Context: an optimization exercise on an open-source flow, tuned for small area and a short achievable clock period. The choices shown serve that exercise and are no tape-out recipe.
Function was checked by simulation only, so behaviour that the tests miss may differ from the original.
Power is estimated from default activity; no workload was simulated.

==> flow/design.v <==
`default_nettype none
`timescale 1ns/1ps
package sparcPkg;
    localparam int WordWidth = 32;      
    localparam int RegAddrWidth = 5;
    localparam int RegCount = 32;       
    localparam logic [RegAddrWidth-1:0] ZeroReg = 5'd0;    
    localparam logic [RegAddrWidth-1:0] LinkReg = 5'd15;   
    typedef enum logic [1:0]
    {
        fmtBranch = 2'd0,    
        fmtCall   = 2'd1,
        fmtArith  = 2'd2,    
        fmtMemory = 2'd3     
    } instrFormat;
    typedef enum logic [3:0]
    {
        aluAdd   = 4'd0,
        aluAddc  = 4'd1,
        aluSub   = 4'd2,
        aluSubc  = 4'd3,
        aluAnd   = 4'd4,
        aluOr    = 4'd5,
        aluXor   = 4'd6,
        aluXnor  = 4'd7,
        aluAndn  = 4'd8,
        aluOrn   = 4'd9,
        aluSll   = 4'd10,
        aluSrl   = 4'd11,
        aluSra   = 4'd12,
        aluPassB = 4'd14     
    } aluOp;
    typedef enum logic [1:0]
    {
        sizeByte = 2'd0,
        sizeHalf = 2'd1,
        sizeWord = 2'd2
    } memSize;
endpackage
`default_nettype wire
`default_nettype none
`timescale 1ns/1ps
import sparcPkg::*;
module instructionDecoder
(
    input wire [WordWidth-1:0] instr,
    output logic jmplInstr,
    output logic storeInstr,
    output logic signExtend,
    output logic loadInstr,
    output logic regWrite,
    output logic modifyCc,
    output logic callInstr,
    output logic branchInstr,
    output logic annul,
    output logic dataMemEnable,
    output logic [3:0] aluSel,
    output logic [1:0] accessSize,
    output logic [RegAddrWidth-1:0] destReg
);
    logic [1:0] format;
    logic [5:0] op3;         
    logic [3:0] arithCode;   
    assign format = instr[31:30];
    assign op3 = instr[24:19];
    assign arithCode = instr[22:19];
    always_comb
    begin
        jmplInstr = 1'b0;
        storeInstr = 1'b0;
        signExtend = 1'b0;
        loadInstr = 1'b0;
        regWrite = 1'b0;
        modifyCc = 1'b0;
        callInstr = 1'b0;
        branchInstr = 1'b0;
        annul = 1'b0;
        dataMemEnable = 1'b0;
        aluSel = aluAdd;
        accessSize = sizeByte;
        destReg = instr[29:25];   
        case (format)
            fmtCall:
            begin
                callInstr = 1'b1;
                regWrite = 1'b1;
                destReg = LinkReg;   
            end
            fmtBranch:
            begin
                if (instr == '0)
                begin
                end
                else if (instr[24:22] != 3'd4)
                begin
                    branchInstr = 1'b1;
                    annul = instr[29];   
                end
                else
                begin
                    regWrite = 1'b1;   
                    aluSel = aluPassB;
                end
            end
            fmtArith:
            begin
                regWrite = 1'b1;
                if (op3 == 6'd56)
                begin
                    jmplInstr = 1'b1;   
                    aluSel = aluAdd;
                end
                else
                begin
                    modifyCc = instr[23];   
                    case (arithCode)
                        4'd0: aluSel = aluAdd;
                        4'd8: aluSel = aluAddc;
                        4'd4: aluSel = aluSub;
                        4'd12: aluSel = aluSubc;
                        4'd1: aluSel = aluAnd;
                        4'd2: aluSel = aluOr;
                        4'd3: aluSel = aluXor;
                        4'd5: aluSel = instr[24] ? aluSll : aluAndn;
                        4'd6: aluSel = instr[24] ? aluSrl : aluOrn;
                        4'd7: aluSel = instr[24] ? aluSra : aluXnor;
                        default: aluSel = aluAdd;   
                    endcase
                end
            end
            fmtMemory:
            begin
                dataMemEnable = 1'b1;
                case (op3)
                    6'd9:
                    begin
                        loadInstr = 1'b1;   
                        signExtend = 1'b1;
                        accessSize = sizeByte;
                    end
                    6'd10:
                    begin
                        loadInstr = 1'b1;   
                        signExtend = 1'b1;
                        accessSize = sizeHalf;
                    end
                    6'd0:
                    begin
                        loadInstr = 1'b1;
                        accessSize = sizeWord;
                    end
                    6'd1: loadInstr = 1'b1;   
                    6'd2:
                    begin
                        loadInstr = 1'b1;   
                        accessSize = sizeHalf;
                    end
                    6'd5: storeInstr = 1'b1;   
                    6'd6:
                    begin
                        storeInstr = 1'b1;
                        accessSize = sizeHalf;
                    end
                    6'd4:
                    begin
                        storeInstr = 1'b1;
                        accessSize = sizeWord;
                    end
                    default: accessSize = sizeByte;   
                endcase
                regWrite = loadInstr;   
            end
        endcase
    end
endmodule
`default_nettype wire
`default_nettype none
`timescale 1ns/1ps
import sparcPkg::*;
module readAddressDecoder
(
    input wire [RegAddrWidth-1:0] addr,
    output logic [RegCount-1:1] sel
);
    always_comb
    begin
        for (int i = 1; i < RegCount; i++)
            sel[i] = addr == RegAddrWidth'(i);
    end
endmodule
`default_nettype wire
`default_nettype none
`timescale 1ns/1ps
module registerSlot
(
    input wire write,
    input wire hold,
    input wire d,
    input wire q,
    output logic y
);
    assign y = (write & d) | (hold & q);
endmodule
`default_nettype wire
`default_nettype none
`timescale 1ns/1ps
module readAoi222
(
    input wire a0, input wire b0,
    input wire a1, input wire b1,
    input wire a2, input wire b2,
    output logic y
);
    assign y = ~((a0 & b0) | (a1 & b1) | (a2 & b2));
endmodule
module readNand2
(
    input wire a, input wire b,
    output logic y
);
    assign y = ~(a & b);
endmodule
module readAnd4
(
    input wire a, input wire b, input wire c, input wire d,
    output logic y
);
    assign y = a & b & c & d;
endmodule
module readAnd3
(
    input wire a, input wire b, input wire c,
    output logic y
);
    assign y = a & b & c;
endmodule
module readNand3
(
    input wire a, input wire b, input wire c,
    output logic y
);
    assign y = ~(a & b & c);
endmodule
module registerReadCombiner
(
    input wire [31:1] sel,
    input wire [31:1] data,
    output logic y
);
    wire [10:0] n;   
    for (genvar g = 0; g < 10; g++)
    begin : gAoi
        readAoi222 aoi (
            .a0(sel[3*g+1]), .b0(data[3*g+1]),
            .a1(sel[3*g+2]), .b1(data[3*g+2]),
            .a2(sel[3*g+3]), .b2(data[3*g+3]),
            .y(n[g])
        );
    end
    readNand2 last (.a(sel[31]), .b(data[31]), .y(n[10]));
    wire [2:0] m;
    readAnd4 c0 (.a(n[0]), .b(n[1]), .c(n[2]), .d(n[3]), .y(m[0]));
    readAnd4 c1 (.a(n[4]), .b(n[5]), .c(n[6]), .d(n[7]), .y(m[1]));
    readAnd3 c2 (.a(n[8]), .b(n[9]), .c(n[10]), .y(m[2]));
    readNand3 c3 (.a(m[0]), .b(m[1]), .c(m[2]), .y(y));
endmodule
`default_nettype wire
`default_nettype none
`timescale 1ns/1ps
import sparcPkg::*;
module registerFile
(
    input wire Clk,
    input wire reset,
    input wire writeEnable,
    input wire [RegAddrWidth-1:0] writeAddr,
    input wire [WordWidth-1:0] writeData,
    input wire [RegAddrWidth-1:0] readAddrA,
    input wire [RegAddrWidth-1:0] readAddrB,
    input wire [RegAddrWidth-1:0] readAddrC,
    output logic [WordWidth-1:0] portA,
    output logic [WordWidth-1:0] portB,
    output logic [WordWidth-1:0] portC
);
    logic [WordWidth-1:0] word [1:RegCount-1];
    logic [RegCount-1:1] wrSel, wrHold;
    always_comb
    begin
        for (int i = 1; i < RegCount; i++)
        begin
            wrSel[i] = !reset && writeEnable && writeAddr == RegAddrWidth'(i);
            wrHold[i] = !reset && !(writeEnable && writeAddr == RegAddrWidth'(i));
        end
    end
    for (genvar i = 1; i < RegCount; i++)
    begin : gWord
        wire [WordWidth-1:0] next;
        for (genvar b = 0; b < WordWidth; b++)
        begin : gBit
            registerSlot slot (.write(wrSel[i]), .hold(wrHold[i]), .d(writeData[b]),
                               .q(word[i][b]), .y(next[b]));
        end
        always_ff @(posedge Clk)
            word[i] <= next;
    end
    localparam int Groups = 2;
    localparam int GroupBits = WordWidth / Groups;
    for (genvar g = 0; g < Groups; g++)
    begin : gGroup
        wire [RegCount-1:1] selA, selB, selC;
        readAddressDecoder decA (.addr(readAddrA), .sel(selA));
        readAddressDecoder decB (.addr(readAddrB), .sel(selB));
        readAddressDecoder decC (.addr(readAddrC), .sel(selC));
        for (genvar k = 0; k < GroupBits; k++)
        begin : gBit
            localparam int b = g * GroupBits + k;
            wire [RegCount-1:1] column;
            for (genvar i = 1; i < RegCount; i++)
            begin : gReg
                assign column[i] = word[i][b];
            end
            registerReadCombiner readA (.sel(selA), .data(column), .y(portA[b]));
            registerReadCombiner readB (.sel(selB), .data(column), .y(portB[b]));
            registerReadCombiner readC (.sel(selC), .data(column), .y(portC[b]));
        end
    end
endmodule
`default_nettype wire
`default_nettype none
`timescale 1ns/1ps
import sparcPkg::*;
module decodeStage
(
    input wire Clk,
    input wire reset,
    input wire [WordWidth-1:0] instr,
    input wire writeEnable,
    input wire [RegAddrWidth-1:0] writeAddr,
    input wire [WordWidth-1:0] writeData,
    input wire [RegAddrWidth-1:0] readAddrA,
    input wire [RegAddrWidth-1:0] readAddrB,
    input wire [RegAddrWidth-1:0] readAddrC,
    output logic jmplInstr,
    output logic storeInstr,
    output logic signExtend,
    output logic loadInstr,
    output logic regWrite,
    output logic modifyCc,
    output logic callInstr,
    output logic branchInstr,
    output logic annul,
    output logic dataMemEnable,
    output logic [3:0] aluSel,
    output logic [1:0] accessSize,
    output logic [RegAddrWidth-1:0] destReg,
    output logic [WordWidth-1:0] portA,
    output logic [WordWidth-1:0] portB,
    output logic [WordWidth-1:0] portC
);
    instructionDecoder instructionDecoder_i (
        .instr(instr),
        .jmplInstr(jmplInstr),
        .storeInstr(storeInstr),
        .signExtend(signExtend),
        .loadInstr(loadInstr),
        .regWrite(regWrite),
        .modifyCc(modifyCc),
        .callInstr(callInstr),
        .branchInstr(branchInstr),
        .annul(annul),
        .dataMemEnable(dataMemEnable),
        .aluSel(aluSel),
        .accessSize(accessSize),
        .destReg(destReg)
    );
    registerFile registerFile_i (
        .Clk(Clk),
        .reset(reset),
        .writeEnable(writeEnable),
        .writeAddr(writeAddr),
        .writeData(writeData),
        .readAddrA(readAddrA),
        .readAddrB(readAddrB),
        .readAddrC(readAddrC),
        .portA(portA),
        .portB(portB),
        .portC(portC)
    );
endmodule
`default_nettype wire
==> flow/flow/run.sh <==
#!/bin/bash
# The standard layout (standard.sh: the standard flow's synthesis and ORFS flow) with:
# - plain buffers, instead of delay cells, on the ports, the smallest one
#   on ports off the read paths (io_buffers.tcl);
# - global placement that gives more of the critical nets more weight;
# - a clock tree of small buffers in larger clusters, without dummy loads.
set -euo pipefail
here=$(cd "$(dirname "$0")" && pwd)
bash standard.sh \
  "BUFFER_PORTS_ARGS=-buffer_cell sky130_fd_sc_hd__buf_4" \
  "GLOBAL_PLACEMENT_ARGS=-timing_driven_net_weight_max 5 -timing_driven_nets_percentage 30" \
  "POST_GLOBAL_PLACE_TCL=$here/io_buffers.tcl" \
  "CTS_ARGS=-sink_clustering_enable -repair_clock_nets -dont_use_dummy_load -sink_clustering_size 12 -sink_clustering_max_diameter 50 -buf_list {sky130_fd_sc_hd__clkbuf_4 sky130_fd_sc_hd__clkbuf_8}" \
  finish > standard_flow.log 2>&1
==> flow/flow/io_buffers.tcl <==
# After global placement: the buffers of ports off the read paths (instr,
# the write port, reset, and the decoder's outputs) become the smallest
# buffer. The read addresses and read data keep their larger buffers.
set block [ord::get_db_block]
set n 0
foreach bterm [$block getBTerms] {
  set name [$bterm getName]
  if {[regexp {^(readAddr[ABC]|port[ABC]|Clk)} $name]} continue
  set net [$bterm getNet]
  if {$net eq "NULL"} continue
  foreach it [$net getITerms] {
    set inst [$it getInst]
    if {[[$inst getMaster] getName] eq "sky130_fd_sc_hd__buf_4"} {
      replace_cell [$inst getName] sky130_fd_sc_hd__buf_1
      incr n
    }
  }
}
puts "io_buffers.tcl: $n port buffers made buf_1"
==> flow/standard.sh <==
#!/bin/bash
# synth_recipe.tcl (not shown) runs the flow's synth.tcl, then flattens the netlist and writes it again
# the make line also repeats each setting of config.mk as NAME=value (left out here)
make -C /OpenROAD-flow-scripts/flow DESIGN_CONFIG=/design/flow/config.mk WORK_HOME=/design/flow/orfs CLKGATE_MAP_FILE= SYNTH_SCRIPT=/design/flow/synth_recipe.tcl "${@:-finish}"
==> flow/config.mk <==
export PLATFORM = sky130hd
export DESIGN_NAME = decodeStage
export DESIGN_NICKNAME = decodeStage
export VERILOG_FILES = /design/flow/design.v
export SDC_FILE = /design/flow/constraint.sdc
export NUM_CORES = 8
export LEC_CHECK = 0
export CAP_MARGIN = 20
export CORE_MARGIN = 2
export CORE_UTILIZATION = 32
export PLACE_DENSITY = 0.3
export SETUP_SLACK_MARGIN = 2.2
export SLEW_MARGIN = 20
export SYNTH_HIERARCHICAL = 1
==> flow/constraint.sdc <==
create_clock -name core_clock -period 7.0 [get_ports {Clk}]
set_input_delay 1.4000 -clock core_clock [delete_from_list [all_inputs] [get_ports {Clk}]]
set_output_delay 1.4000 -clock core_clock [all_outputs]
set_load 0.01 [all_outputs]
==> results of run 1 <==
## repair_timing
item / 4_1_cts / 5_1_grt
cloned: 1 / 5
pin swaps: 46 / 74
hold buffers: 0 / 0
gates resized for setup: 164 / 117
setup endpoints to repair: 96 / 86
buffers inserted: 27 / 28
## Yosys stat by module, one instance, submodules excluded, excerpt
module	cells	area, µm²	times used	flops+latches
readAnd4	1	8.76	192	0
readNand2	1	3.75	96	0
registerFile	1097	20500	1	992
registerSlot	1	8.76	992	0
readAddressDecoder	46	218	6	0
readAoi222	1	10.0	960	0
readAnd3	1	6.26	96	0
readNand3	1	5.00	96	0
instructionDecoder	76	514	1	0
## metal layers
layer / track usage, % / part of all wire, %
met1: 57.0 / 43
met2: 49.9 / 37
met5: 0.549 / 0.085
met4: 11.9 / 3.6
met3: 16.3 / 16
## path summary, 6_finish.rpt
path / from / endpoint / slack [ns]
worst max-delay path: readAddrC[0] / portC[19] / 2.05
worst min-delay path: registerFile_i.word[31][13] / registerFile_i.word[31][13] / 0.53
worst max register to register: registerFile_i.word[22][27] / registerFile_i.word[22][27] / 6.15
worst min register to register: registerFile_i.word[31][13] / registerFile_i.word[31][13] / 0.53
## through the flow
step | worst slack, ns | std cells | instance area [µm²]
3_5_place_dp | 1.70 | 6088 | 50100
3_3_place_gp | 1.77 | 6054 | 49700
4_1_cts | 2.14 | 6255 | 52800
6_report | 2.05 | 6292 | 53500
2_1_floorplan | 2.68 | 3881 | 43700
5_1_grt | 2.15 | 6290 | 53500
## power groups by stage
stage,logic [mW],clock network (mW),registers [mW]
after floorplan,0.262,0,5.84
after global routing,0.919,4.23,5.75
after detailed placement,0.822,0,5.87
after global placement,0.796,0,5.87
after CTS,0.851,4.02,5.74
final,0.913,3.98,5.75
## logic make-up (layout without fill, tap and decap cells)
family | Yosys count | in the layout | synth area share [%]
AOI/OAI and AO/OA | 1998 | 1998 | 42.5
adders and majority gates | 10 | 10 | 0.286
buffers and inverters | 44 | 670 | 0.432
DFF | 992 | 992 | 45.4
other | 0 | 4 | 0
and+or+nand+nor | 837 | 837 | 11.4
## cell usage in the layout, fill, tap and decap left out, drive strengths merged, types with 6 or more instances in the layout
| master | instances |
|---|---|
| nand2b | 17 |
| nand3 | 103 |
| buf | 523 |
| a21oi | 29 |
| a22o | 992 |
| clkbuf | 139 |
| or3b | 19 |
| and3 | 97 |
| and4 | 193 |
| dfxtp | 992 |
| nor4 | 6 |
| inv | 8 |
| or2 | 12 |
| a222oi | 960 |
| nand2 | 110 |
| ha | 10 |
| or3 | 6 |
| nand3b | 19 |
| nor3 | 29 |
| nor2 | 203 |
## layout make-up
class,count,share of cell area (%)
Clock buffer,139,3.58
Timing Repair Buffer,523,8.20
Sequential cell,992,37.1
Multi-Input combinational cell,2845,46.9
Antenna cell,4,0.0187
Inverter,8,0.0561
Tap cell,1781,4.16
==> impl_metrics.tcl, run 1 <==
set metrics [dict create \
    status "complete, no violations" \
    ys_seq_elements 992 \
    grt_pass1_wl_um 387000 \
    yosys-top-cells-area "dfxtp_1 45%, a222oi_1 22%, a22o_1 20%" \
    grt_overflow 0 \
    hold_violations 0 \
    p_int_mw 7.65 \
    layout-drive-gt1-share_pct 19.7 \
    grt_max_degree 33 \
    power.total_mw 10.6 \
    finalNetCount 4606 \
    synthCells 3881 \
    drt_wl_total_um 290000 \
    cp_slowest_cell "a222oi_1" \
    clock_latency_ns 0.91 \
    yosys_most_used_dff "dfxtp_1" \
    synth.distinct_cells 51 \
    fin_skew_ns 0 \
    utilization_pct 39.4 \
    synth_top_cell_area_share_pct 45.4 \
    drt-wirelength-per-cell_um 46.0 \
    area_growth_pct 22.3 \
    cts.clk_slew.worst_paths_ns 0.04 \
    p_per_area_mw_per_mm2 199 \
    finalSetupViolCount 0 \
    vias_per_cell 8.01 \
    min_path_cells 1 \
    core-area_mm2 0.136 \
    finalCritPeriodShare_pct 70.8 \
    cts_tree "yes" \
    power_switching_mw 2.99 \
    largestRegisters "registerFile_i.word: 992 flops" \
    power.share.switching_pct 28.1 \
    fin_tns_setup_ns 0 \
    slew_headroom_pct 31.4 \
    grt_use_total_pct 38.8 \
    htree_levels 4 \
    multi_input_area_mm2 0.0251 \
    drc 0 \
    cts_buffers 139 \
    cp-start-kind "primary input" \
    min_path_type "reg -> reg" \
    cp_data_required_time_ns 5.60 \
    synth-edff-count 0 \
    via_count 50400 \
    ff_latch_area_mm2 0.0199 \
    cp_num_cells 8 \
    power_frac_clock_pct 37.4 \
    initial_core_util_pct 32.2 \
    clock_sinks 992 \
    whs_ns 0.528 \
    syn_area_per_cell_um2 11.3 \
    drtAntennaViolNets 0 \
    die_width_um 374 \
    ir_drop_mv 0.158 \
    dp_hpwl_um 189000 \
    fillers 13100 \
    dr.pass1.iters 17 \
    period_needed_ns 4.95 \
    fp.dieArea_mm2 0.140 \
    netlist.top_cell.by_area "dfxtp_1" \
    final_max_slew_viol_count 0 \
    ios 204 \
    rsz0062_at_grt "true" \
    ys_seq_area_share_pct 45.4 \
    endpoint_kind "output pin" \
    cts_root_buf "clkbuf_8" \
    post_synth_most_frequent_cells "992 x a22o_1, 992 x dfxtp_1, 960 x a222oi_1, 203 x nor2_1, 193 x and4_1" \
    syn_nets 3978 \
    antenna_found_initial 17 \
    slowest_delay_ns 0.64 \
    clock_path_buffers 3 \
    pwr-share-seq_pct 54.0 \
    rows 135 \
    largest_reg_flops 992 \
    drv_cap 0 \
    portBuffers 203 \
    path_max_fanout 16 \
    path_class "in -> out" \
    grt_pass1_vias 44500 \
    tightest_slew_ns 1.03 \
    critical_path.top_delay_family "simple AND/OR/NAND/NOR gates" \
    comb_power_share_pct 8.6 \
    first_iter_violations 15600 \
    cp.arrival_ns 3.55 \
    dieHeight_um 374 \
    r2r_cells 1 \
    critPathBufInv 3 \
    cp_common_cell "buf_4" \
    crit_chain "buf_4, or3_4, nor2_1, buf_4, a222oi_1, and4_1, nand3_1, buf_4" \
    max_freq_mhz 202 \
    top_register "registerFile_i.word" \
    syn-cell-area_mm2 0.0437 \
    yosysWarnings 11 \
    leakagePower_nw 17.7 \
    async_flop_share_pct 0 \
]
==> run 2: changes to the inputs <==
--- a/flow/design.v
+++ b/flow/design.v
@@ -283,13 +283,15 @@
     output logic [WordWidth-1:0] portC
 );
     logic [WordWidth-1:0] word [1:RegCount-1];
+    logic [WordWidth-1:0] writeValue;
     logic [RegCount-1:1] wrSel, wrHold;
     always_comb
     begin
+        writeValue = reset ? '0 : writeData;
         for (int i = 1; i < RegCount; i++)
         begin
-            wrSel[i] = !reset && writeEnable && writeAddr == RegAddrWidth'(i);
-            wrHold[i] = !reset && !(writeEnable && writeAddr == RegAddrWidth'(i));
+            wrSel[i] = reset || (writeEnable && writeAddr == RegAddrWidth'(i));
+            wrHold[i] = !wrSel[i];
         end
     end
     for (genvar i = 1; i < RegCount; i++)
@@ -297,7 +299,7 @@
         wire [WordWidth-1:0] next;
         for (genvar b = 0; b < WordWidth; b++)
         begin : gBit
-            registerSlot slot (.write(wrSel[i]), .hold(wrHold[i]), .d(writeData[b]),
+            registerSlot slot (.write(wrSel[i]), .hold(wrHold[i]), .d(writeValue[b]),
                                .q(word[i][b]), .y(next[b]));
         end
         always_ff @(posedge Clk)
==> flow/flow/run.sh (replaced) <==
#!/bin/bash
# The standard layout (standard.sh: the standard flow's synthesis and ORFS flow) with:
# - the register file placed as a regular array before global placement
#   (array.tcl), released after it (release.tcl), and the read ports' pins
#   on the die edges next to it (pins.tcl);
# - plain buffers, instead of delay cells, on the ports, the smallest one
#   on ports off the read paths (io_buffers.tcl);
# - a clock tree of small buffers in larger clusters, without dummy loads.
set -euo pipefail
here=$(cd "$(dirname "$0")" && pwd)
bash standard.sh \
  "PRE_GLOBAL_PLACE_SKIP_IO_TCL=$here/array.tcl" \
  "PRE_IO_PLACEMENT_TCL=$here/pins.tcl" \
  "BUFFER_PORTS_ARGS=-buffer_cell sky130_fd_sc_hd__buf_4" \
  "POST_GLOBAL_PLACE_TCL=$here/post_gp.tcl" \
  "CTS_ARGS=-sink_clustering_enable -repair_clock_nets -dont_use_dummy_load -sink_clustering_size 20 -sink_clustering_max_diameter 50 -buf_list {sky130_fd_sc_hd__clkbuf_4 sky130_fd_sc_hd__clkbuf_8}" \
  finish > standard_flow.log 2>&1
==> flow/flow/array.tcl (new file) <==
# Places the register file as a regular array before global placement.
# Bits are split in two banks (bits 0-15 and 16-31): one at the bottom of
# the core, one at the top, each with its read data pins on that edge.
# In a bank each bit is a column and each register a row: the row of
# register i holds, per bit, its flip-flop, the AND-OR cell that feeds it
# and one of the read AND-OR cells of the three registers it shares them
# with. Rows of the later read gates follow each group of registers. Empty
# rows leave room for buffers and wiring. The cells are placed FIRM for
# global placement (which then places the rest around them) and set back
# to PLACED after it (release.tcl).

# Column pitch of the array, in sites
set ::array_pitch_sites 40
set ::array_xshift_sites 30
# Rows left free between each bank and the core edge
set ::array_edge_rows 1

set block [ord::get_db_block]
set dbu [$block getDbUnitsPerMicron]

proc drv_iterm {net} {
  foreach it [$net getITerms] { if {[$it isOutputSignal]} { return $it } }
  return ""
}
proc out_net {inst} {
  foreach it [$inst getITerms] { if {[$it isOutputSignal]} { return [$it getNet] } }
  return "NULL"
}
proc loads {net} {
  set r {}
  foreach it [$net getITerms] { if {[$it isInputSignal]} { lappend r [$it getInst] } }
  return $r
}
proc mname {inst} { return [[$inst getMaster] getName] }

# Flip-flops by register and bit, and the cell feeding each
set flop [dict create]
set feed [dict create]
foreach inst [$block getInsts] {
  if {[regexp {word\\?\[(\d+)\\?\]\\?\[(\d+)\\?\]} [$inst getName] -> i b] && [string match *dfxtp* [mname $inst]]} {
    dict set flop $i,$b $inst
    foreach it [$inst getITerms] {
      if {[[$it getMTerm] getName] eq "D"} {
        set d [drv_iterm [$it getNet]]
        if {$d ne ""} { dict set feed $i,$b [$d getInst] }
      }
    }
  }
}
puts "array.tcl: [dict size $flop] flip-flops"

# Follow a read gate's output to the read port it ends at
proc port_of {inst} {
  set cur $inst
  for {set k 0} {$k < 6} {incr k} {
    set net [out_net $cur]
    if {$net eq "NULL"} { return "" }
    foreach bt [$net getBTerms] { return [list [$bt getName] $cur] }
    set l [loads $net]
    if {[llength $l] != 1} { return "" }
    set cur [lindex $l 0]
  }
  return ""
}

# Read gates of register group: for each flop, the read cells it feeds
set aoi [dict create]      ;# i,b,port -> first-level read cell (i = first register of its triple)
set lvl2 [dict create]     ;# group,b,port -> second-level cell
set lvl3 [dict create]     ;# b,port -> last cell
foreach key [dict keys $flop] {
  lassign [split $key ,] i b
  set f [dict get $flop $key]
  set q [out_net $f]
  foreach l [loads $q] {
    set m [mname $l]
    if {[string match *a222oi* $m] || ([string match *nand2_* $m] && $i == 31)} {
      set pr [port_of $l]
      if {$pr eq ""} continue
      set port [string index [lindex $pr 0] 4]
      set first [expr {(($i - 1) / 3) * 3 + 1}]
      dict set aoi $first,$b,$port $l
      set g2 [lindex [loads [out_net $l]] 0]
      set grp [expr {($i - 1) / 12}]
      dict set lvl2 $grp,$b,$port $g2
      dict set lvl3 $b,$port [lindex $pr 1]
    }
  }
}
puts "array.tcl: [dict size $aoi] read cells, [dict size $lvl2] second-level, [dict size $lvl3] last"

# Geometry
set core [$block getCoreArea]
set cx0 [$core xMin]; set cy0 [$core yMin]; set cx1 [$core xMax]; set cy1 [$core yMax]
set rows {}
foreach row [$block getRows] { lappend rows [list [[$row getBBox] yMin] $row] }
set rows [lsort -integer -index 0 $rows]
set site [[lindex [lindex $rows 0] 1] getSite]
set sw [$site getWidth]
set rh [$site getHeight]

# Occupied site intervals per row (tap cells)
set ::taps [dict create]
foreach inst [$block getInsts] {
  if {[string match *tap* [mname $inst]]} {
    set bb [$inst getBBox]
    dict lappend ::taps [$bb yMin] [list [$bb xMin] [$bb xMax]]
  }
}

set pitch [expr {$::array_pitch_sites * $sw}]
set bankw [expr {16 * $pitch}]
set x0 [expr {$cx0 + (($cx1 - $cx0 - $bankw) / 2 / $sw) * $sw + $::array_xshift_sites * $sw}]
set x0 [expr {$cx0 + (($x0 - $cx0) / $sw) * $sw}]

# Row plan of one bank, bottom to top: registers (with a spacer row after
# every third), then the later read gates of each group.
proc bank_rows {} {
  set plan {}
  for {set i 1} {$i <= 31} {incr i} {
    lappend plan [list reg $i]
    if {$i % 12 == 0} { lappend plan [list g2 [expr {$i / 12 - 1}]] }
    if {$i % 3 == 0 && $i % 12 != 0} { lappend plan [list gap] }
  }
  lappend plan [list g2 2]
  lappend plan [list g3]
  return $plan
}
set plan [bank_rows]
set nplan [llength $plan]

set ::placed {}
proc put {inst x y orient} {
  $inst setOrient $orient
  $inst setLocation $x $y
  $inst setPlacementStatus FIRM
  lappend ::placed $inst
}
# Place a list of cells left to right from x in row y, skipping taps
proc put_row {cells x y orient} {
  global taps rowend
  if {[info exists rowend($y)] && $rowend($y) > $x} { set x $rowend($y) }
  set tl {}
  if {[dict exists $taps $y]} { set tl [dict get $taps $y] }
  foreach c $cells {
    if {$c eq ""} continue
    set w [[$c getMaster] getWidth]
    set moved 1
    while {$moved} {
      set moved 0
      foreach t $tl {
        lassign $t a z
        if {$x < $z && $x + $w > $a} { set x $z; set moved 1 }
      }
    }
    put $c $x $y $orient
    set x [expr {$x + $w}]
  }
  set rowend($y) $x
}
proc dget {d k} { if {[dict exists $d $k]} { return [dict get $d $k] }; return "" }

# Bank 0 from the bottom row of the core upwards, its last read gates
# lowest; bank 1 from the top row downwards, its last read gates highest.
set nr [llength $rows]
for {set bank 0} {$bank < 2} {incr bank} {
  set idx 0
  foreach p $plan {
    if {$bank == 0} { set rr [expr {$::array_edge_rows + $nplan - 1 - $idx}] } else { set rr [expr {$nr - 1 - $::array_edge_rows - ($nplan - 1 - $idx)}] }
    incr idx
    set row [lindex [lindex $rows $rr] 1]
    set y [lindex [lindex $rows $rr] 0]
    set orient [$row getOrient]
    for {set k 0} {$k < 16} {incr k} {
      set b [expr {$bank * 16 + $k}]
      set x [expr {$x0 + $k * $pitch}]
      switch [lindex $p 0] {
        reg {
          set i [lindex $p 1]
          set cells [list [dget $flop $i,$b] [dget $feed $i,$b]]
          set first [expr {(($i - 1) / 3) * 3 + 1}]
          if {$i == 31} {
            foreach port {A B C} { lappend cells [dget $aoi 31,$b,$port] }
          } else {
            set port [lindex {A B C} [expr {$i - $first}]]
            lappend cells [dget $aoi $first,$b,$port]
          }
          put_row $cells $x $y $orient
        }
        g2 {
          set grp [lindex $p 1]
          put_row [list [dget $lvl2 $grp,$b,A] [dget $lvl2 $grp,$b,B] [dget $lvl2 $grp,$b,C]] $x $y $orient
        }
        g3 {
          put_row [list [dget $lvl3 $b,A] [dget $lvl3 $b,B] [dget $lvl3 $b,C]] $x $y $orient
        }
      }
    }
  }
}
puts "array.tcl: placed [llength $::placed] cells, x0 [expr {double($x0)/$dbu}] um"

==> flow/flow/pins.tcl (new file) <==
# Before pin placement: each bank's read data pins on the die edge next to
# it (bits 0-15 at the bottom, 16-31 at the top), the read addresses on the
# left, where the address decoders are.
set lo {}; set hi {}; set addr {}
foreach p {A B C} {
  for {set b 0} {$b < 32} {incr b} {
    if {$b < 16} { lappend lo "port${p}\[$b\]" } else { lappend hi "port${p}\[$b\]" }
  }
  for {set b 0} {$b < 5} {incr b} { lappend addr "readAddr${p}\[$b\]" }
}
set_io_pin_constraint -pin_names $lo -region bottom:*
set_io_pin_constraint -pin_names $hi -region top:*
set_io_pin_constraint -pin_names $addr -region left:*
==> flow/flow/post_gp.tcl (new file) <==
# After global placement: release the register file array, then the port
# buffers (io_buffers.tcl).
set here [file dirname [info script]]
source [file join $here release.tcl]
source [file join $here io_buffers.tcl]
==> flow/flow/release.tcl (new file) <==
# After global placement: the register file array (array.tcl) is set back
# from FIRM to PLACED, so that the later steps may move its cells.
set n 0
foreach inst [[ord::get_db_block] getInsts] {
  if {[$inst getPlacementStatus] eq "FIRM"} { $inst setPlacementStatus PLACED; incr n }
}
puts "release.tcl: $n cells released"
==> impl_metrics.tcl, run 2 <==
set metrics [dict create \
    dieHeight_um 375 \
    power.share.switching_pct 31.1 \
    fin_tns_setup_ns 0 \
    core-area_mm2 0.137 \
    drtAntennaViolNets 0 \
    initial_core_util_pct 32.1 \
    cts_buffers 91 \
    clock_latency_ns 0.79 \
    drc 0 \
    syn_area_per_cell_um2 11.2 \
    slew_headroom_pct 10.1 \
    pwr-share-seq_pct 56.9 \
    synth_top_cell_area_share_pct 45.2 \
    cp_slowest_cell "nor2_4" \
    finalCritPeriodShare_pct 70.1 \
    status "complete, no violations" \
    ys_seq_area_share_pct 45.2 \
    cts_tree "yes" \
    rows 136 \
    largest_reg_flops 992 \
    yosysWarnings 11 \
    crit_chain "buf_4, nand3b_1, nor2_4, a222oi_1, and4_1, nand3_1, buf_4" \
    grt_max_degree 59 \
    grt_pass1_wl_um 287000 \
    dp_hpwl_um 164000 \
    power_frac_clock_pct 26.6 \
    syn-cell-area_mm2 0.0440 \
    yosys_most_used_dff "dfxtp_1" \
    drt-wirelength-per-cell_um 35.9 \
    syn_nets 4006 \
    synth-edff-count 0 \
    post_synth_most_frequent_cells "992 x a22o_1, 992 x dfxtp_1, 960 x a222oi_1, 196 x nor2_1, 193 x and4_1" \
    path_class "in -> out" \
    fillers 12500 \
    period_needed_ns 4.91 \
    clock_path_buffers 3 \
    slowest_delay_ns 0.72 \
    critPathBufInv 2 \
    final_max_slew_viol_count 0 \
    grt_use_total_pct 27.9 \
    grt_overflow 0 \
    max_freq_mhz 204 \
    cp_common_cell "buf_4" \
    yosys-top-cells-area "dfxtp_1 45%, a222oi_1 22%, a22o_1 20%" \
    largestRegisters "registerFile_i.word: 992 flops" \
    rsz0062_at_grt "true" \
    drv_cap 0 \
    fin_skew_ns 0 \
    final_cell_mix "992 x a22o_1, 992 x dfxtp_1, 960 x a222oi_1" \
    drt_wl_total_um 220000 \
    finalNetCount 4421 \
    holdBufCountCts 0 \
    hold_violations 0 \
    ff_latch_area_mm2 0.0199 \
    cp-start-kind "primary input" \
    via_count 48700 \
    netlist.top_cell.by_area "dfxtp_1" \
    async_flop_share_pct 0 \
    dr.pass1.iters 17 \
    cp.arrival_ns 3.51 \
    layout-drive-gt1-share_pct 15.7 \
    cp_data_required_time_ns 5.60 \
    antenna_found_initial 8 \
    htree_levels 3 \
    portBuffers 203 \
    path_max_fanout 16 \
    area_growth_pct 19.7 \
    multi_input_area_mm2 0.0259 \
    synthCells 3909 \
    leakagePower_nw 17.3 \
    cts_root_buf "clkbuf_8" \
    ir_drop_mv 0.133 \
    grt_pass1_vias 38900 \
    cts.clk_slew.worst_paths_ns 0.06 \
    die_width_um 375 \
    fp.dieArea_mm2 0.140 \
    min_path_type "reg -> reg" \
    clock_sinks 992 \
    synth.distinct_cells 49 \
    p_per_area_mw_per_mm2 221 \
    top_register "registerFile_i.word" \
    vias_per_cell 7.95 \
    ios 204 \
    p_int_mw 8.02 \
    endpoint_kind "output pin" \
    finalSetupViolCount 0 \
    comb_power_share_pct 16.5 \
    tightest_slew_ns 1.35 \
    first_iter_violations 20200 \
    power_switching_mw 3.61 \
    ys_seq_elements 992 \
    critical_path.top_delay_family "simple AND/OR/NAND/NOR gates" \
    utilization_pct 38.4 \
]
## run 2: cell count changes in the layout (fill, tap and decap cells not counted), moves of 39 or more
cell / previous run / this run
buf_2: 39 / 0
nor2_4: 60 / 163
and4_1: 133 / 193
nor2_1: 117 / 35
buf_4: 344 / 200
clkbuf_8: 139 / 91
## run 2: path summary, 6_finish.rpt
kind,slack [ns],cells past startpoint,end,start
max,2.09,7,portA[4],readAddrA[1]
min,0.53,1,registerFile_i.word[31][30],registerFile_i.word[31][30]
max reg2reg,6.31,1,registerFile_i.word[14][1],registerFile_i.word[14][1]
min reg2reg,0.53,1,registerFile_i.word[31][30],registerFile_i.word[31][30]
## run 2: routing by layer
layer  track usage, %  share of wire (%)  vias to the layer above
li1                 -                  -                    19200
met1             40.3                 37                    22300
met2             31.6                 33                     6416
met3             15.7                 23                      712
met4             13.6                6.1                        4
met5                0              0.014                        -
## run 2: power groups by stage
stage | sequential [mW] | combinational, mW | clock, mW
final | 6.62 | 1.91 | 3.10
after global routing | 6.67 | 1.93 | 3.26
after CTS | 6.58 | 1.73 | 3.05
after detailed placement | 6.70 | 1.67 | 0
after global placement | 6.69 | 1.72 | 0
after floorplan | 6.60 | 0.972 | 0
## run 2: repair_timing
item | CTS | global route
setup endpoints to repair | 96 | 96
pin swaps | 5 | 70
gates resized for setup | 175 | 19
buffers inserted | 11 | 85
gates cloned | 1 | 1
## run 2: per-stage QoR
step	setup slack, ns	total power, mW	hold slack [ns]	area [µm²]	std cells
2_1_floorplan	2.68	7.57	0.482	44000	3909
3_3_place_gp	1.91	8.41	0.511	48900	5926
3_5_place_dp	1.94	8.37	0.501	48600	5926
4_1_cts	2.20	11.4	0.523	50800	6029
5_1_grt	2.16	11.9	0.538	52600	6117
6_report	2.09	11.6	0.525	52600	6119
## run 2: modules after synthesis, one instance, submodules excluded, a selection
module,times used,flops+latches,cell area (µm²)
instructionDecoder,1,0,514
readAddressDecoder,6,0,218
readAnd3,96,0,6.26
readAnd4,192,0,8.76
readAoi222,960,0,10.0
readNand2,96,0,3.75
readNand3,96,0,5.00
registerFile,1,992,20700
registerSlot,992,0,8.76
## run 2: kinds of logic after synthesis
group | count (synthesis) | share of synthesized area (%)
flip-flops | 992 | 45.2
adder cells (fa/ha/maj) | 10 | 0.285
AO/OA/AOI/OAI | 2029 | 42.8
buffers and inverters | 54 | 0.555
AND/OR/NAND/NOR | 824 | 11.2
## run 2: layout make-up
type | count | area share [%]
multi-input combinational | 2865 | 49.2
sequential | 992 | 37.7
timing repair buffer | 366 | 6.35
tap | 1794 | 4.27
clock buffer | 91 | 2.38
inverter | 8 | 0.0571
antenna | 3 | 0.0143
==> run 3: changes to the inputs <==
--- a/flow/design.v
+++ b/flow/design.v
@@ -177,15 +177,44 @@
 `default_nettype none
 `timescale 1ns/1ps
 import sparcPkg::*;
+module readInv
+(
+    input wire a,
+    output logic y
+);
+    assign y = ~a;
+endmodule
+module readNor2
+(
+    input wire a, input wire b,
+    output logic y
+);
+    assign y = ~(a | b);
+endmodule
 module readAddressDecoder
 (
     input wire [RegAddrWidth-1:0] addr,
     output logic [RegCount-1:1] sel
 );
-    always_comb
-    begin
-        for (int i = 1; i < RegCount; i++)
-            sel[i] = addr == RegAddrWidth'(i);
+    wire [RegAddrWidth-1:0] addrN;
+    for (genvar k = 0; k < RegAddrWidth; k++)
+    begin : gInv
+        readInv inv (.a(addr[k]), .y(addrN[k]));
+    end
+    wire [3:0] loN;
+    wire [7:0] hiN;
+    for (genvar k = 0; k < 4; k++)
+    begin : gLo
+        readNand2 lo (.a(k[0] ? addr[0] : addrN[0]), .b(k[1] ? addr[1] : addrN[1]), .y(loN[k]));
+    end
+    for (genvar j = 0; j < 8; j++)
+    begin : gHi
+        readNand3 hi (.a(j[0] ? addr[2] : addrN[2]), .b(j[1] ? addr[3] : addrN[3]),
+                      .c(j[2] ? addr[4] : addrN[4]), .y(hiN[j]));
+    end
+    for (genvar i = 1; i < RegCount; i++)
+    begin : gSel
+        readNor2 s (.a(loN[i % 4]), .b(hiN[i / 4]), .y(sel[i]));
     end
 endmodule
 `default_nettype wire
--- a/flow/flow/run.sh
+++ b/flow/flow/run.sh
@@ -13,5 +13,5 @@
   "PRE_IO_PLACEMENT_TCL=$here/pins.tcl" \
   "BUFFER_PORTS_ARGS=-buffer_cell sky130_fd_sc_hd__buf_4" \
   "POST_GLOBAL_PLACE_TCL=$here/post_gp.tcl" \
-  "CTS_ARGS=-sink_clustering_enable -repair_clock_nets -dont_use_dummy_load -sink_clustering_size 20 -sink_clustering_max_diameter 50 -buf_list {sky130_fd_sc_hd__clkbuf_4 sky130_fd_sc_hd__clkbuf_8}" \
+  "CTS_ARGS=-sink_clustering_enable -repair_clock_nets -dont_use_dummy_load -sink_clustering_size 12 -sink_clustering_max_diameter 50 -buf_list {sky130_fd_sc_hd__clkbuf_4 sky130_fd_sc_hd__clkbuf_8}" \
   finish > standard_flow.log 2>&1
==> impl_metrics.tcl, run 3 <==
set metrics [dict create \
    largest_reg_flops 992 \
    htree_levels 3 \
    slew_headroom_pct 8.03 \
    fin_skew_ns 0 \
    finalNetCount 4430 \
    rows 135 \
    clock_latency_ns 0.84 \
    drt-wirelength-per-cell_um 35.7 \
    ys_seq_area_share_pct 45.3 \
    ys_seq_elements 992 \
    cp_common_cell "buf_4" \
    cts_root_buf "clkbuf_8" \
    post_synth_most_frequent_cells "992 x a22o_1, 992 x dfxtp_1, 960 x a222oi_1, 196 x nor2_1, 193 x and4_1" \
    path_max_fanout 16 \
    cp_slowest_cell "a222oi_1" \
    endpoint_kind "output pin" \
    cp.arrival_ns 3.45 \
    cts_tree "yes" \
    first_iter_violations 20600 \
    max_freq_mhz 206 \
    ir_drop_mv 0.126 \
    synth-edff-count 0 \
    fp.dieArea_mm2 0.140 \
    slowest_delay_ns 0.55 \
    area_growth_pct 19.4 \
    fin_tns_setup_ns 0 \
    drtAntennaViolNets 0 \
    syn_nets 4018 \
    vias_per_cell 8.05 \
    drt_wl_total_um 218000 \
    synth.distinct_cells 46 \
    dieHeight_um 374 \
    cts.clk_slew.worst_paths_ns 0.06 \
    largestRegisters "registerFile_i.word: 992 flops" \
    drv_cap 0 \
    initial_core_util_pct 32.3 \
    leakagePower_nw 17.4 \
    clock_sinks 992 \
    dp_hpwl_um 158000 \
    grt_pass1_wl_um 282000 \
    synth_top_cell_area_share_pct 45.3 \
    synthCells 3921 \
    path_class "in -> out" \
    grt_overflow 0 \
    hold_violations 0 \
    cts_buffers 98 \
    cp_data_required_time_ns 5.60 \
    tightest_slew_ns 1.38 \
    clock_path_buffers 3 \
    critical_path.top_delay_family "simple AND/OR/NAND/NOR gates" \
    core-area_mm2 0.136 \
    syn-cell-area_mm2 0.0438 \
    grt_max_degree 58 \
    portBuffers 203 \
    yosysWarnings 10 \
    final_cell_mix "992 x a22o_1, 992 x dfxtp_1, 960 x a222oi_1" \
    critPathBufInv 4 \
    yosys_most_used_dff "dfxtp_1" \
    grt_pass1_vias 39100 \
    rsz0062_at_grt "true" \
    yosys-top-cells-area "dfxtp_1 45%, a222oi_1 22%, a22o_1 20%" \
    netlist.top_cell.by_area "dfxtp_1" \
    drc 0 \
    cp-start-kind "primary input" \
    async_flop_share_pct 0 \
    top_register "registerFile_i.word" \
    period_needed_ns 4.85 \
    layout-drive-gt1-share_pct 15.4 \
    finalSetupViolCount 0 \
    ios 204 \
    crit_chain "buf_4, inv_1, nand3_1, nor2_1, buf_4, a222oi_1, and4_1, nand3_1, buf_4" \
    whs_ns 0.527 \
    via_count 49200 \
    dr.pass1.iters 22 \
    syn_area_per_cell_um2 11.2 \
    final_max_slew_viol_count 0 \
    antenna_found_initial 4 \
    grt_use_total_pct 27.5 \
    min_path_type "reg -> reg" \
    p_per_area_mw_per_mm2 224 \
    finalCritPeriodShare_pct 69.3 \
    status "complete, no violations" \
    die_width_um 374 \
]
==> run 3: changes by cell type in the layout (fill, tap and decap cells not counted), sizes merged <==
cell,before,now
nand3,103,145
inv,8,38
buf,366,338
nand2,108,126
nand3b,18,0
or3b,18,0
nand2b,14,2
clkbuf,91,100
or2,10,4
or3,6,0
diode,3,6
nor2,198,196
==> run 3: report_power, final <==
| group | internal, mW | switching [mW] |
|---|---|---|
| clock network | 1.24 | 1.96 |
| logic | 0.717 | 1.18 |
| registers | 6.13 | 0.498 |
| total | 8.08 | 3.64 |
==> run 3: kinds of logic (layout without fill, tap and decap cells) <==
logic type / count (synthesis) / count (layout) / synth area share, %
AOI/OAI and AO/OA: 2029 / 2029 / 43.0
and+or+nand+nor: 824 / 824 / 10.7
other: 0 / 6 / 0
buffers and inverters: 66 / 476 / 0.660
DFF: 992 / 992 / 45.3
adders and majority gates: 10 / 10 / 0.286
==> run 3: cell type report <==
type,count,area (µm²)
clock buffer,98,1350
tap,1781,2230
timing repair buffer,340,2940
antenna,6,15.0
inverter,38,143
multi-input combinational,2863,25800
fill,12000,83300
sequential,992,19900
==> run 3: worst paths after layout <==
| check | to | depth (start not counted) | slack (ns) | startpoint |
|---|---|---|---|---|
| worst max-delay path | portB[1] | 9 | 2.15 | readAddrB[4] |
| worst min-delay path | registerFile_i.word[1][4] | 1 | 0.53 | registerFile_i.word[1][4] |
| worst max register to register | registerFile_i.word[13][1] | 1 | 6.31 | registerFile_i.word[13][1] |
| worst min register to register | registerFile_i.word[1][4] | 1 | 0.53 | registerFile_i.word[1][4] |
==> run 3: per-layer routing <==
| layer | share of wire, % | track usage [%] | vias up |
|---|---|---|---|
| met5 | 0.028 | 0.995 | - |
| met4 | 6.1 | 13.1 | 3 |
| met3 | 24 | 17.4 | 809 |
| met2 | 34 | 31.5 | 6651 |
| met1 | 35 | 38.1 | 22500 |
| li1 | - | - | 19300 |
==> run 3: what timing repair did <==
action / in CTS / in global routing
hold buffers: 0 / 0
gates resized for setup: 174 / 55
buffers inserted: 0 / 60
pin swaps: 0 / 93
endpoints found under the setup margin: 96 / 95
cloned: 0 / 0
==> run 3: Yosys stat by module (local to each module, per instance), excerpt <==
module | flip-flops and latches | times used
registerFile | 992 | 1
instructionDecoder | 0 | 1
readAoi222 | 0 | 960
readAnd4 | 0 | 192
registerSlot | 0 | 992
readAnd3 | 0 | 96
readNand3 | 0 | 144
readInv | 0 | 30
readNand2 | 0 | 120
readNor2 | 0 | 186
==> run 3: through the flow <==
step	utilization (%)	area, µm²	worst slack, ns	power (mW)	std cells
2_1_floorplan	-	43800	2.89	7.57	3921
3_3_place_gp	36.0	48900	1.95	8.41	5954
3_5_place_dp	35.8	48500	1.99	8.37	5954
4_1_cts	37.4	50700	2.21	11.4	6052
5_1_grt	38.6	52300	2.12	11.9	6113
6_report	38.6	52300	2.15	11.7	6118
==> run 4: changes to the inputs <==
--- a/flow/flow/array.tcl
+++ b/flow/flow/array.tcl
@@ -10,7 +10,7 @@
 # to PLACED after it (release.tcl).
 
 # Column pitch of the array, in sites
-set ::array_pitch_sites 40
+set ::array_pitch_sites 36
 set ::array_xshift_sites 30
 # Rows left free between each bank and the core edge
 set ::array_edge_rows 1
==> impl_metrics.tcl, run 4 <==
set metrics [dict create \
    ys_seq_area_share_pct 45.3 \
    max_freq_mhz 202 \
    via_count 48400 \
    leakagePower_nw 17.5 \
    initial_core_util_pct 32.3 \
    drc 0 \
    fin_skew_ns 0 \
    worst_slack_ns 2.06 \
    min_path_type "reg -> reg" \
    yosys-top-cells-area "dfxtp_1 45%, a222oi_1 22%, a22o_1 20%" \
    path_class "in -> out" \
    status "complete, no violations" \
    cp.arrival_ns 3.54 \
    rows 135 \
    cts_buffers 97 \
    yosys_most_used_dff "dfxtp_1" \
    tightest_slew_ns 1.34 \
    drtAntennaViolNets 0 \
    htree_levels 3 \
    cp-start-kind "primary input" \
    path_max_fanout 16 \
    netlist.top_cell.by_area "dfxtp_1" \
    drv_cap 0 \
    power_switching_mw 3.58 \
    ios 204 \
    clock_latency_ns 0.78 \
    largestRegisters "registerFile_i.word: 992 flops" \
    pwr-share-seq_pct 56.9 \
    ir_drop_mv 0.163 \
    power.share.switching_pct 30.8 \
    async_flop_share_pct 0 \
    cts_tree "yes" \
    clock_path_buffers 3 \
    dp_slack_ns 2.08 \
    grt_pass1_vias 38800 \
    cp_data_required_time_ns 5.60 \
    ys_seq_elements 992 \
    antenna_found_initial 8 \
    fillers 12300 \
    die_width_um 374 \
    synth-edff-count 0 \
    synthCells 3921 \
    final_cell_area_mm2 0.0514 \
    dieHeight_um 374 \
    grt_pass1_wl_um 279000 \
    top_register "registerFile_i.word" \
    synth_top_cell_area_share_pct 45.3 \
    hold_violations 0 \
    endpoint_kind "output pin" \
    cts_root_buf "clkbuf_8" \
    fp.dieArea_mm2 0.140 \
    portBuffers 203 \
    p_per_area_mw_per_mm2 227 \
    dr.pass1.iters 17 \
    grt_use_total_pct 26.9 \
    drt-wirelength-per-cell_um 33.9 \
    rsz0062_at_grt "true" \
    synth.distinct_cells 46 \
    syn-cell-area_mm2 0.0438 \
    syn_area_per_cell_um2 11.2 \
    final_max_slew_viol_count 0 \
    yosysWarnings 10 \
    syn_nets 4018 \
    clock_sinks 992 \
    slew_headroom_pct 10.9 \
    power.total_mw 11.6 \
    drt_wl_total_um 209000 \
    holdBufCountCts 0 \
    finalSetupViolCount 0 \
    whs_ns 0.527 \
    core-area_mm2 0.136 \
    comb_power_share_pct 15.7 \
    p_int_mw 8.06 \
    finalCritPeriodShare_pct 70.6 \
    post_synth_most_frequent_cells "992 x a22o_1, 992 x dfxtp_1, 960 x a222oi_1, 196 x nor2_1, 193 x and4_1" \
    area_growth_pct 17.3 \
    cts.clk_slew.worst_paths_ns 0.04 \
    largest_reg_flops 992 \
    fin_tns_setup_ns 0 \
    vias_per_cell 7.86 \
    finalNetCount 4477 \
    place_area_mm2 0.0489 \
    power_frac_clock_pct 27.4 \
    layout-drive-gt1-share_pct 13.5 \
    final_cell_mix "992 x a22o_1, 992 x dfxtp_1, 960 x a222oi_1" \
    grt_max_degree 53 \
    grt_overflow 0 \
    period_needed_ns 4.94 \
    first_iter_violations 20200 \
    dp_hpwl_um 153000 \
]
-- run 4: cell counts after synthesis --
Identical to the previous run, type by type.
-- run 4: final cells by class --
class                      instances  area (µm²)  share of cell area (%)
multi-input combinational       2863       24900                    48.5
antenna                            1        2.50                 0.00487
tap                             1781        2230                    4.34
clock buffer                      97        1340                    2.60
timing repair buffer             388        2900                    5.64
sequential                       992       19900                    38.7
inverter                          38         143                   0.278
-- run 4: kinds of logic (layout without fill, tap and decap cells) --
logic type	after synthesis	in the layout	synth area share, %
buffers and inverters	66	523	0.660
DFF	992	992	45.3
AOI/OAI and AO/OA	2029	2029	43.0
and+or+nand+nor	824	824	10.7
other	0	1	0
adders and majority gates	10	10	0.286
-- run 4: worst paths after layout --
path / from / to / slack, ns / cells after the start
worst min register to register: registerFile_i.word[2][0] / registerFile_i.word[2][0] / 0.53 / 1
worst max-delay path: readAddrB[1] / portB[19] / 2.06 / 7
worst max register to register: registerFile_i.word[24][17] / registerFile_i.word[24][17] / 6.31 / 1
worst min-delay path: registerFile_i.word[2][0] / registerFile_i.word[2][0] / 0.53 / 1
-- run 4: per-layer routing --
| layer | up-vias | GRT usage (%) | wire [µm] |
|---|---|---|---|
| met1 | 22000 | 37.2 | 74900 |
| met2 | 6340 | 30.6 | 70300 |
| met5 | - | 0.480 | 54 |
| met4 | 10 | 16.4 | 15300 |
| met3 | 729 | 15.3 | 48300 |
| li1 | 19300 | - | - |
-- run 4: modules after synthesis (local to each module, per instance), excerpt --
| module | area (µm²) | cells |
|---|---|---|
| readNor2 | 3.75 | 1 |
| readNand3 | 5.00 | 1 |
| readAnd4 | 8.76 | 1 |
| instructionDecoder | 514 | 76 |
| readAnd3 | 6.26 | 1 |
| readInv | 3.75 | 1 |
| readAoi222 | 10.0 | 1 |
| registerFile | 20700 | 1125 |
| registerSlot | 8.76 | 1 |
| readNand2 | 3.75 | 1 |
-- run 4: repair_timing --
item,CTS,global route
gates resized for setup,57,37
pin swaps,0,27
setup buffers,0,23
endpoints found under the setup margin,80,96
-- run 4: through the flow --
| step | utilization [%] | std cells |
|---|---|---|
| finish | 37.9 | 6160 |
| global route | 37.9 | 6160 |
| CTS | 37.3 | 6135 |
| detailed placement | 36.1 | 6038 |
| global placement | 36.3 | 6038 |
| floorplan | - | 3921 |
-- run 4: critical path, stage by stage --
cell	delay, ns
buf_4	0.16
nand2_1	0.33
nor2_2	0.97
a222oi_1	0.19
and4_1	0.29
nand3_1	0.07
buf_4	0.12
-- run 4: power by group through the flow --
stage | combinational, mW | sequential (mW) | clock [mW]
after floorplan | 0.967 | 6.60 | 0
after global placement | 1.71 | 6.69 | 0
after detailed placement | 1.65 | 6.71 | 0
after CTS | 1.67 | 6.58 | 3.12
after global routing | 1.85 | 6.67 | 3.33
final | 1.83 | 6.62 | 3.19
==> run 5: changes to the inputs <==
--- a/flow/flow/array.tcl
+++ b/flow/flow/array.tcl
@@ -10,7 +10,7 @@
 # to PLACED after it (release.tcl).
 
 # Column pitch of the array, in sites
-set ::array_pitch_sites 36
+set ::array_pitch_sites 40
 set ::array_xshift_sites 30
 # Rows left free between each bank and the core edge
 set ::array_edge_rows 1
--- a/flow/config.mk
+++ b/flow/config.mk
@@ -12,3 +12,4 @@
 export SETUP_SLACK_MARGIN = 2.2
 export SLEW_MARGIN = 20
 export SYNTH_HIERARCHICAL = 1
+export TNS_END_PERCENT = 30
==> impl_metrics.tcl, run 5 <==
set metrics [dict create \
    p_per_area_mw_per_mm2 225 \
    largestRegisters "registerFile_i.word: 992 flops" \
    syn-cell-area_mm2 0.0438 \
    cp.arrival_ns 3.51 \
    grt_max_degree 58 \
    clock_path_buffers 3 \
    synth-edff-count 0 \
    area_growth_pct 18.7 \
    ir_drop_mv 0.126 \
    async_flop_share_pct 0 \
    status "complete, no violations" \
    path_class "in -> out" \
    path_max_fanout 16 \
    drc 0 \
    rows 135 \
    drt-wirelength-per-cell_um 35.6 \
    fin_skew_ns 0 \
    ff_latch_area_mm2 0.0199 \
    dp_hpwl_um 158000 \
    ios 204 \
    synth.distinct_cells 46 \
    comb_power_share_pct 16.1 \
    cts_buffers 98 \
    grt_use_total_pct 27.5 \
    final_cell_mix "992 x a22o_1, 992 x dfxtp_1, 960 x a222oi_1" \
    cp_data_required_time_ns 5.60 \
    cts.clk_slew.worst_paths_ns 0.06 \
    grt_pass1_wl_um 282000 \
    grt_overflow 0 \
    fin_tns_setup_ns 0 \
    cp-start-kind "primary input" \
    grt_pass1_vias 39100 \
    endpoint_kind "output pin" \
    first_iter_violations 20600 \
    leakagePower_nw 17.3 \
    dieHeight_um 374 \
    yosysWarnings 10 \
    power_frac_clock_pct 27.4 \
    drtAntennaViolNets 0 \
    clock_sinks 992 \
    antenna_found_initial 3 \
    pwr-share-seq_pct 56.6 \
    yosys-top-cells-area "dfxtp_1 45%, a222oi_1 22%, a22o_1 20%" \
    max_freq_mhz 204 \
    holdPathEnd "registerFile_i.word[31][23]" \
    layout-drive-gt1-share_pct 15.0 \
    finalCritPeriodShare_pct 70.1 \
    rr_startpoint "registerFile_i.word[26][1]" \
    syn_area_per_cell_um2 11.2 \
    post_synth_most_frequent_cells "992 x a22o_1, 992 x dfxtp_1, 960 x a222oi_1, 196 x nor2_1, 193 x and4_1" \
    rsz0062_at_grt "true" \
    holdBufCountCts 0 \
    via_count 48800 \
    utilization_pct 38.3 \
    clock_latency_ns 0.83 \
    min_path_type "reg -> reg" \
    power.share.switching_pct 31.0 \
    fillers 12100 \
    p_int_mw 8.07 \
    hold_violations 0 \
    initial_core_util_pct 32.3 \
    tightest_slew_ns 1.34 \
    finalNetCount 4416 \
    yosys_most_used_dff "dfxtp_1" \
    ys_seq_elements 992 \
    htree_levels 3 \
    timing.rr.end "registerFile_i.word[26][1]" \
    synth_top_cell_area_share_pct 45.3 \
    multi_input_area_mm2 0.0257 \
    period_needed_ns 4.91 \
    power_switching_mw 3.64 \
    largest_reg_flops 992 \
    vias_per_cell 7.99 \
    r2r_setup_slack_ns 6.30 \
    finalSetupViolCount 0 \
    final_max_slew_viol_count 0 \
    cts_tree "yes" \
    ys_seq_area_share_pct 45.3 \
    min_path_cells 1 \
    drt_wl_total_um 217000 \
    syn_nets 4018 \
    drv_cap 0 \
    die_width_um 374 \
    portBuffers 203 \
    crit_path_start "readAddrC[2]" \
    slew_headroom_pct 10.6 \
    top_register "registerFile_i.word" \
    cts_root_buf "clkbuf_8" \
    fp.dieArea_mm2 0.140 \
    netlist.top_cell.by_area "dfxtp_1" \
    hp-start "registerFile_i.word[31][23]" \
    r2r_cells 1 \
    core-area_mm2 0.136 \
    synthCells 3921 \
    dr.pass1.iters 23 \
]
-- run 5: cell types whose count changed in the layout (fill, tap and decap cells not counted), moves of 3 or more --
cell / before / now
nor2_1: 133 / 43
diode_2: 1 / 5
nand2_1: 104 / 101
a31o_4: 4 / 1
nor2_4: 62 / 153
nand3_1: 142 / 121
nand3_2: 3 / 24
buf_12: 24 / 44
nand2_2: 19 / 12
nand2_4: 3 / 13
a31o_2: 4 / 7
buf_4: 271 / 190
-- run 5: layout make-up --
type	instances	share of cell area [%]
timing repair buffer	326	5.12
clock buffer	98	2.60
tap	1781	4.29
antenna	5	0.0241
inverter	38	0.274
sequential	992	38.2
multi-input combinational	2863	49.5
-- run 5: stage by stage --
step                power (mW)  cells  hold WS [ns]  setup slack [ns]  area (µm²)
floorplan                 7.57   3921         0.482              2.89       43800
finish                    11.7   6103         0.524              2.09       52000
global placement          8.41   5954         0.511              1.95       48900
detailed placement        8.37   5954         0.504              1.99       48500
CTS                       11.4   6052         0.522              2.12       50700
global route              11.9   6099         0.539              2.11       52000
-- run 5: how the worst max path moves through the flow --
stage / cells after the start / endpoint / slack [ns]
6_report: 8 / portC[15] / 2.09
3_5_place_dp: 8 / portB[30] / 1.99
2_1_floorplan: 6 / portA[0] / 2.89
4_1_cts: 7 / portA[3] / 2.12
3_3_place_gp: 8 / portB[15] / 1.95
5_1_grt: 9 / portB[1] / 2.11
-- run 5: per-layer routing --
layer  up-vias  share of wire [%]  GRT usage (%)  routed length (µm)
li1      19300                  -              -                   -
met1     22300                 36           38.1               77800
met2      6459                 35           31.5               75700
met3       726                 24           17.4               51500
met4         2                5.5           13.1               12000
met5         -             0.0055          0.995                  12
-- run 5: what timing repair did --
action / CTS / global route
endpoints found under the setup margin: 96 / 95
setup buffers: 0 / 46
pin swaps: 0 / 77
resized for setup: 169 / 47
-- run 5: critical path: stages --
cell and delay, ns:
buf_4 0.20, inv_1 0.15, nand3_1 0.38, nor2_4 0.66, a222oi_1 0.26, and3_1 0.21, nand3_1 0.09, buf_4 0.13
-- run 5: kinds of logic after synthesis --
logic type / share of synthesized area [%]
buffers and inverters: 0.660
flip-flops: 45.3
adder cells (fa/ha/maj): 0.286
AND/OR/NAND/NOR: 10.7
AO/OA/AOI/OAI: 43.0
-- run 5: modules after synthesis, one instance, submodules excluded, a selection --
| module | cell area, µm² | flip-flops and latches | cells inside | times used |
|---|---|---|---|---|
| readAnd4 | 8.76 | 0 | 1 | 192 |
| instructionDecoder | 514 | 0 | 76 | 1 |
| readNand2 | 3.75 | 0 | 1 | 120 |
| registerFile | 20700 | 992 | 1125 | 1 |
| readInv | 3.75 | 0 | 1 | 30 |
| readAnd3 | 6.26 | 0 | 1 | 96 |
| registerSlot | 8.76 | 0 | 1 | 992 |
| readNand3 | 5.00 | 0 | 1 | 144 |
| readNor2 | 3.75 | 0 | 1 | 186 |
| readAoi222 | 10.0 | 0 | 1 | 960 |
-- run 5: power by group through the flow --
stage / registers, mW / logic (mW) / clock network [mW]
final: 6.62 / 1.88 / 3.21
after global routing: 6.67 / 1.90 / 3.35
after CTS: 6.57 / 1.71 / 3.15
after detailed placement: 6.70 / 1.66 / 0
after global placement: 6.69 / 1.73 / 0
after floorplan: 6.60 / 0.967 / 0
==> run 6: changes to the inputs <==
--- a/flow/config.mk
+++ b/flow/config.mk
@@ -12,4 +12,4 @@
 export SETUP_SLACK_MARGIN = 2.2
 export SLEW_MARGIN = 20
 export SYNTH_HIERARCHICAL = 1
-export TNS_END_PERCENT = 30
+export TNS_END_PERCENT = 0
==> impl_metrics.tcl, run 6 <==
set metrics [dict create \
    ir_drop_mv 0.127 \
    cp.arrival_ns 3.49 \
    yosys_most_used_dff "dfxtp_1" \
    portBuffers 203 \
    finalSetupViolCount 0 \
    die_width_um 374 \
    crit_chain "buf_4, inv_1, nand3_1, nor2_4, a222oi_1, and4_1, nand3_1, buf_4" \
    wl_met2_um 75000 \
    ff_latch_area_mm2 0.0199 \
    critical_path.top_delay_family "simple AND/OR/NAND/NOR gates" \
    drc 0 \
    cts_tree "yes" \
    wl_met1_um 78100 \
    critPathBufInv 3 \
    vias_per_cell 8.02 \
    htree_levels 3 \
    finalCritPeriodShare_pct 69.8 \
    area_growth_pct 19.2 \
    synth.distinct_cells 46 \
    layout-drive-gt1-share_pct 15.2 \
    grt_pass1_wl_um 282000 \
    dp_hpwl_um 158000 \
    post_synth_most_frequent_cells "992 x a22o_1, 992 x dfxtp_1, 960 x a222oi_1, 196 x nor2_1, 193 x and4_1" \
    cts_root_buf "clkbuf_8" \
    multi_input_area_mm2 0.0258 \
    grt_use_total_pct 27.5 \
    drt-wirelength-per-cell_um 35.7 \
    largest_reg_flops 992 \
    grt_pass1_vias 39100 \
    holdBufCountCts 0 \
    syn_nets 4018 \
    yosysWarnings 10 \
    fin_skew_ns 0 \
    clock_latency_ns 0.84 \
    min_path_type "reg -> reg" \
    final_cell_mix "992 x a22o_1, 992 x dfxtp_1, 960 x a222oi_1" \
    clock_path_buffers 3 \
    rows 135 \
    clock_sinks 992 \
    worst_slack_ns 2.11 \
    dp_slack_ns 1.99 \
    initial_core_util_pct 32.3 \
    path_max_fanout 16 \
    largestRegisters "registerFile_i.word: 992 flops" \
    period_needed_ns 4.89 \
    antenna_found_initial 4 \
    final_max_slew_viol_count 0 \
    first_iter_violations 20400 \
    slowest_delay_ns 0.66 \
    top_register "registerFile_i.word" \
    status "complete, no violations" \
    drt_wl_total_um 218000 \
    ys_seq_elements 992 \
    leakagePower_nw 17.3 \
    dr.pass1.iters 17 \
    place_area_mm2 0.0485 \
    synth_top_cell_area_share_pct 45.3 \
    hold_violations 0 \
    fin_tns_setup_ns 0 \
    ys_seq_area_share_pct 45.3 \
    async_flop_share_pct 0 \
    finalNetCount 4427 \
    core-area_mm2 0.136 \
    syn-cell-area_mm2 0.0438 \
    tightest_slew_ns 1.36 \
    yosys-top-cells-area "dfxtp_1 45%, a222oi_1 22%, a22o_1 20%" \
    drv_cap 0 \
    routed-wl-met3_um 52100 \
    grt_overflow 0 \
    drtAntennaViolNets 0 \
    via_count 49000 \
    ios 204 \
    fp.dieArea_mm2 0.140 \
    max_freq_mhz 205 \
    final_cell_area_mm2 0.0522 \
    p_per_area_mw_per_mm2 225 \
    slew_headroom_pct 9.61 \
    cts_buffers 98 \
    endpoint_kind "output pin" \
    rsz0062_at_grt "true" \
    dieHeight_um 374 \
    cts.clk_slew.worst_paths_ns 0.06 \
    cp_slowest_cell "nor2_4" \
    grt_max_degree 58 \
    cp_data_required_time_ns 5.60 \
    synthCells 3921 \
    cp-start-kind "primary input" \
    path_class "in -> out" \
    fillers 12000 \
    syn_area_per_cell_um2 11.2 \
    dr.max_layer_used "met5" \
    synth-edff-count 0 \
    netlist.top_cell.by_area "dfxtp_1" \
]
## run 6: final cells by class
type	instances	area share, %
Multi-Input combinational cell	2865	49.3
Inverter	38	0.273
Sequential cell	992	38.1
Antenna cell	6	0.0288
Clock buffer	98	2.58
Timing Repair Buffer	335	5.45
Tap cell	1781	4.27
## run 6: logic make-up after synthesis
| group | share of synthesized area (%) |
|---|---|
| AOI/OAI and AO/OA | 43.0 |
| adders and majority gates | 0.286 |
| buffers and inverters | 0.660 |
| DFF | 45.3 |
| and+or+nand+nor | 10.7 |
## run 6: Yosys stat by module (local to each module, per instance), excerpt
module / flip-flops and latches / cell area (µm²)
readNand3: 0 / 5.00
registerFile: 992 / 20700
readAnd3: 0 / 6.26
readNor2: 0 / 3.75
readAnd4: 0 / 8.76
readNand2: 0 / 3.75
instructionDecoder: 0 / 514
registerSlot: 0 / 8.76
readAoi222: 0 / 10.0
readInv: 0 / 3.75
## run 6: worst paths after layout
kind / from / to / slack [ns] / cells after the start
max: readAddrA[3] / portA[26] / 2.11 / 8
min: registerFile_i.word[31][23] / registerFile_i.word[31][23] / 0.53 / 1
max reg2reg: registerFile_i.word[25][1] / registerFile_i.word[25][1] / 6.32 / 1
min reg2reg: registerFile_i.word[31][23] / registerFile_i.word[31][23] / 0.53 / 1
## run 6: report_power, final
group | switching (mW) | internal (mW)
clock network | 1.97 | 1.24
registers | 0.495 | 6.13
logic | 1.18 | 0.714
## run 6: through the flow
stage | instances | util (%) | hold WS (ns) | power [mW]
2_1_floorplan | 3921 | - | 0.482 | 7.57
3_5_place_dp | 5954 | 35.8 | 0.504 | 8.37
5_1_grt | 6110 | 38.5 | 0.539 | 11.9
6_report | 6115 | 38.5 | 0.528 | 11.7
3_3_place_gp | 5954 | 36.0 | 0.511 | 8.41
4_1_cts | 6052 | 37.3 | 0.522 | 11.4
## run 6: routing by layer
layer,track usage [%],vias up
met2,31.5,6610
met3,17.4,760
met4,13.1,2
met1,38.1,22400
li1,-,19300
met5,0.995,-
## run 6: what timing repair did
action | in CTS | in global routing
endpoints found under the setup margin | 96 | 96
buffers inserted | 0 | 55
pin swaps | 0 | 79
cloned | 0 | 2
gates resized for setup | 166 | 55

==> what the ideal ports hide <==
How much do the figures lean on ideal ports? The routed layouts below were timed once more, with nothing changed but the port constraints.
Step 1, drivers: a clkbuf_16 drives Clk and a buf_2 each remaining input, both assumed.
Step 2, shift: input delay + t, output delay - t, t = (earliest + latest rising clock arrival at the registers) / 2. This alone moves slack from input paths to output paths.
Slacks: no drivers / after step 1 / after step 2; pairs: no drivers / after step 1.
run	t, ns	setup WS [ns]	worst setup path after step 2	slew at the worst register clock pin (ns)	worst data-port slew with drivers (ns)
run 1	0.949	2.046 / 1.851 / 1.851	input to output	0.09 / 0.09	0.20
run 2	0.839	2.092 / 1.998 / 1.998	input to output	0.11 / 0.11	0.37
run 3	0.883	2.152 / 2.104 / 2.104	input to output	0.09 / 0.09	0.12
run 4	0.856	2.056 / 1.889 / 1.889	input to output	0.09 / 0.09	0.27
run 5	0.885	2.090 / 2.067 / 2.067	input to output	0.09 / 0.09	0.11
run 6	0.883	2.114 / 2.090 / 2.090	input to output	0.09 / 0.09	0.11
After both steps setup and hold are still met in every run listed. For run 1, which loses most, drivers alone change the setup slack by -0.195 ns; drivers and shift together by -0.195 ns.
